This design comes from an exercise in tuning for small area on the open sky130 flow, not from production work.
Only simulation tests tie the RTL to the original design; equivalence was not proved.
No driver is modelled on the clock port, so clocking that relies on it looks cheaper here than on a real chip.
No activity file was given, so power comes from the tool's default toggle rates.

== run A ==
Design muldiv_unit, start of the top module:
module muldiv_unit (
	input  logic                                   clk,
	input  logic                                   rst,
	input  logic                                   start,
	input  muldiv_pkg::md_op_e                     op,
	input  logic                                   signed_mode,
	input  logic [1:0]                             src1_sel,
	input  logic [1:0]                             src2_sel,
	input  muldiv_pkg::md_word_t [4-1:0]    src_regs,
	output muldiv_pkg::md_word_t                   result,
	output logic                                   done,
	output logic                                   div_by_zero
);
Size in the first run: ~1300 cells after synthesis, ~200 flip-flops, roughly 92 I/O pins, ~0.013 mm2 of cells after synthesis.
export LEC_CHECK = 0
export CAP_MARGIN = 5
export CORE_MARGIN = 2
export CORE_UTILIZATION = 65
export SLEW_MARGIN = 5
create_clock -name core_clock -period 8.0 [get_ports {clk}]
standard.sh (not shown) runs the stock make flow with config.mk's settings and CLKGATE_MAP_FILE= SYNTH_SCRIPT=/design/flow/synth_recipe.tcl, a recipe that flattens the netlist after the stock synthesis.
==> flow/flow/run.sh <==
#!/bin/bash
# Standard ORFS layout with smaller port buffers, a clock tree of clkbuf_8
# without dummy loads (heavily loaded clock buffers upsized after CTS), and
# power recovery on non-critical gates.
set -euo pipefail
cd "$(dirname "$0")/.."
W=$(pwd)
export BUFFER_PORTS_ARGS="-buffer_cell sky130_fd_sc_hd__buf_1"
export CTS_ARGS="-sink_clustering_enable -repair_clock_nets -buf_list sky130_fd_sc_hd__clkbuf_8 -dont_use_dummy_load"
export POST_CTS_TCL="$W/flow/post_cts.tcl"
export RECOVER_POWER=100
bash standard.sh synth > synth.log 2>&1
bash standard.sh > layout.log 2>&1
==> flow/flow/post_cts.tcl <==
# Upsize clock buffers that drive many flip-flops, to keep the clock slew low.
set n_up 0
foreach inst [[ord::get_db_block] getInsts] {
  set master [[$inst getMaster] getName]
  if { $master eq "sky130_fd_sc_hd__clkbuf_8" } {
    set net [[$inst findITerm X] getNet]
    if { $net ne "NULL" } {
      set loads [expr { [llength [$net getITerms]] - 1 }]
      if { $loads > 14 } {
        replace_cell [$inst getName] sky130_fd_sc_hd__clkbuf_16
        incr n_up
      }
    }
  }
}
puts "post_cts: upsized $n_up clock buffers"
if { $n_up > 0 } {
  detailed_placement
  check_placement -verbose
  estimate_parasitics -placement
}
The final layout from run A, which completed every stage, passed the timing, design-rule and antenna checks at the end of the flow.
The inputs of run B differ from those of run A as listed below.
==> flow/flow/run.sh <==
#!/bin/bash
# Standard ORFS layout with smaller port buffers, a clock tree of clkbuf_8
# without dummy loads (heavily loaded clock buffers upsized after CTS).
set -euo pipefail
cd "$(dirname "$0")/.."
W=$(pwd)
export BUFFER_PORTS_ARGS="-buffer_cell sky130_fd_sc_hd__buf_1"
export CTS_ARGS="-sink_clustering_enable -repair_clock_nets -buf_list sky130_fd_sc_hd__clkbuf_8 -dont_use_dummy_load"
export POST_CTS_TCL="$W/flow/post_cts.tcl"
bash standard.sh synth > synth.log 2>&1
bash standard.sh > layout.log 2>&1
-- flow/config.mk --
<<< run A, line 6
export NUM_CORES = 4
export LEC_CHECK = 0
export CAP_MARGIN = 5
export CORE_MARGIN = 2
export CORE_UTILIZATION = 65
export SLEW_MARGIN = 5
>>> run B, line 6
export NUM_CORES = 4
export LEC_CHECK = 0
export CAP_MARGIN = 20
export CORE_MARGIN = 2
export CORE_UTILIZATION = 80
export SLEW_MARGIN = 20
### Flow results
Utilization, run A and run B, lower one = run A.
When the final numbers for run A and run B were put side by side, the portion of total power attributed to the clock network turned out to be smaller in run B.
Slowest library cell on the worst path = sky130_fd_sc_hd__mux2_2: run A; slowest library cell on the worst path = sky130_fd_sc_hd__dfxtp_1: run B
Taking run A as the reference, in run B clock power roughly the same, met2 wirelength from detailed routing higher.
#### Input delta (run C over run B)
==> flow/flow/run.sh <==
#!/bin/bash
# Standard ORFS layout with smaller port buffers, a clock tree of clkbuf_8
# without dummy loads (heavily loaded clock buffers upsized after CTS), and
# power recovery on non-critical gates.
set -euo pipefail
cd "$(dirname "$0")/.."
W=$(pwd)
export BUFFER_PORTS_ARGS="-buffer_cell sky130_fd_sc_hd__buf_1"
export CTS_ARGS="-sink_clustering_enable -repair_clock_nets -buf_list sky130_fd_sc_hd__clkbuf_8 -dont_use_dummy_load"
export POST_CTS_TCL="$W/flow/post_cts.tcl"
export RECOVER_POWER=100
bash standard.sh synth > synth.log 2>&1
bash standard.sh > layout.log 2>&1
-- flow/config.mk --
<<< run B, line 8
export CAP_MARGIN = 20
export CORE_MARGIN = 2
export CORE_UTILIZATION = 80
export SLEW_MARGIN = 20
>>> run C, line 8
export CAP_MARGIN = 20
export CORE_MARGIN = 2
export CORE_UTILIZATION = 65
export GPL_TIMING_DRIVEN = 0
export SLEW_MARGIN = 20
The flow did not stop early for run C: all stages ran, and the layout cleared the timing, design-rule and antenna checks. Share of layout cells above drive strength 1: lower on run B. Relative to run B, die area has increased by 22% in run C. Run C vs run B on net switching power: run C is the lower one. NOTE: non-clock buffer count in run C exceeds that of run B.
[inputs] run D vs run C
==> flow/flow/run.sh <==
#!/bin/bash
# Standard ORFS layout with smaller port buffers, a clock tree of clkbuf_8
# without dummy loads (heavily loaded clock buffers upsized after CTS).
set -euo pipefail
cd "$(dirname "$0")/.."
W=$(pwd)
export BUFFER_PORTS_ARGS="-buffer_cell sky130_fd_sc_hd__buf_1"
export CTS_ARGS="-sink_clustering_enable -repair_clock_nets -buf_list sky130_fd_sc_hd__clkbuf_8 -dont_use_dummy_load"
export POST_CTS_TCL="$W/flow/post_cts.tcl"
bash standard.sh synth > synth.log 2>&1
bash standard.sh > layout.log 2>&1
-- flow/config.mk --
<<< run C, line 9
export CORE_MARGIN = 2
export CORE_UTILIZATION = 65
export GPL_TIMING_DRIVEN = 0
export SLEW_MARGIN = 20
>>> run D, line 9
export CORE_MARGIN = 2
export CORE_UTILIZATION = 65
export SLEW_MARGIN = 20
## What came out
A critical path launch point of g_row[12].g_reg.is_div_q is what run C shows, while g_row[2].g_reg.is_div_q belongs to run D.
From run C to run D the numbers moved as follows: total length of routed met2 wires closely matched the old numbers; via count decreased by 311 relative to the old numbers.
Going from run C to run D, final count of negative-setup-slack endpoints neither gained nor lost much; utilization now sits lower; maximum clock frequency climbed 0.0025 GHz.
Re final period utilization: run D and run C aren't equal, and the higher value belongs to run C.
| worst setup margin | higher: run D |
On global-route usage over all layers, run D and run C are basically level.
Summary of run D over run C: clock latency reported for the late side of the worst-skew pair about even; sequential share of layout area up 0.38 points; fill cell total of the finished layout now sits higher.
Here is what was changed in the inputs of run E compared with run D.
==> flow/flow/run.sh <==
#!/bin/bash
# Standard ORFS layout with smaller port buffers, a clock tree of clkbuf_8
# without dummy loads (heavily loaded clock buffers upsized after CTS), and
# power recovery on non-critical gates.
set -euo pipefail
cd "$(dirname "$0")/.."
W=$(pwd)
export BUFFER_PORTS_ARGS="-buffer_cell sky130_fd_sc_hd__buf_1"
export CTS_ARGS="-sink_clustering_enable -repair_clock_nets -buf_list sky130_fd_sc_hd__clkbuf_8 -dont_use_dummy_load"
export POST_CTS_TCL="$W/flow/post_cts.tcl"
export RECOVER_POWER=100
bash standard.sh synth > synth.log 2>&1
bash standard.sh > layout.log 2>&1
-- flow/config.mk --
<<< run D, line 8
export CAP_MARGIN = 20
export CORE_MARGIN = 2
export CORE_UTILIZATION = 65
export SLEW_MARGIN = 20
>>> run E, line 8
export CAP_MARGIN = 20
export CORE_MARGIN = 2
export CORE_UTILIZATION = 55
export SLEW_MARGIN = 20
==> results.txt <==
Core util | run E vs run D | run E lower
Re total routed wirelength: run D was lower than run E.
Between run E and run D, the switching portion of total power does not differ in any meaningful way.
Comparing the two runs side by side, run E comes out behind run D on remaining max-slew budget at the tightest pin.
Relative to run D, clock group share of total power has gone down in run E.
Going from run D to run E, timing-limited maximum frequency grows by about 1%.
Higher global-route track usage on met3 was reported by run D, not run E.
Re post-synthesis adder-cell area fraction: no difference whatsoever between run E and run D.
g_row[6].g_reg.p_q[6] as the end of the critical path was reported by run E, and g_row[6].g_reg.p_q[5] by run D.
Run E completed every stage of the flow, and the final layout passed the timing, design-rule and antenna checks.
Power per standard cell area in run E is 0.70% below run D.
Taking run D as the reference, in run E design internal power decreased by 24 uW relative to the old numbers, design area about even.
[inputs] run F vs run E
-- flow/config.mk --
<<< run E, line 8
export CAP_MARGIN = 20
export CORE_MARGIN = 2
export CORE_UTILIZATION = 55
export SLEW_MARGIN = 20
>>> run F, line 8
export CAP_MARGIN = 20
export CORE_MARGIN = 2
export CORE_UTILIZATION = 65
export SLEW_MARGIN = 20
==> comparison <==
The higher cell count of run F and run E is in run E.
Between run E and run F, fraction of power consumed by the clock network increased.
Comparing run E with run F, the total power after layout came out essentially unchanged.
On sequential cell count, run F and run E are basically level.
Run F against run E: utilization went up; count of buffering cells on the critical path with inverters included went up.
From run E to run F the numbers moved as follows: shortest period the worst path allows moved up; global-route usage went up.
Between run F and run E, it is run F whose post-placement cell area is lower, by 0.60%.
The worst hold slack across all endpoints in run F was higher than what run E gave.

==> re-timing with driven ports <==
The results above use ideal ports. As a check the final layouts listed here were re-extracted and re-timed, cells and wires unchanged. Step 1 assumes that a clkbuf_16 drives the clock port and a buf_2 every other input. Step 2 times the ports against the registers' clock, not the clock port: input delays grow and output delays shrink by t, the midpoint of the rising clock arrivals with the driver on. Slacks: ideal / step 1 / step 2; pairs: ideal / step 1.
| run | shift t [ns] | setup slack, ns | worst setup path after step 2 | worst data-port slew with drivers (ns) | pins driven straight from the clock port |
|---|---|---|---|---|---|
| run A | 0.432 | 0.543 / 0.543 / 0.395 | input to register | 0.06 | 1 |
| run B | 0.431 | 0.235 / 0.235 / 0.235 | register to register | 0.05 | 1 |
| run C | 0.419 | 0.406 / 0.406 / 0.406 | register to register | 0.05 | 1 |
| run D | 0.434 | 0.546 / 0.546 / 0.546 | register to register | 0.06 | 1 |
| run E | 0.422 | 0.620 / 0.620 / 0.260 | input to register | 0.05 | 1 |
| run F | 0.432 | 0.543 / 0.543 / 0.395 | input to register | 0.06 | 1 |
After both steps every run listed still meets setup and hold. For run E, which loses most, drivers alone change the setup slack by 0.000 ns; drivers and shift together by -0.360 ns.
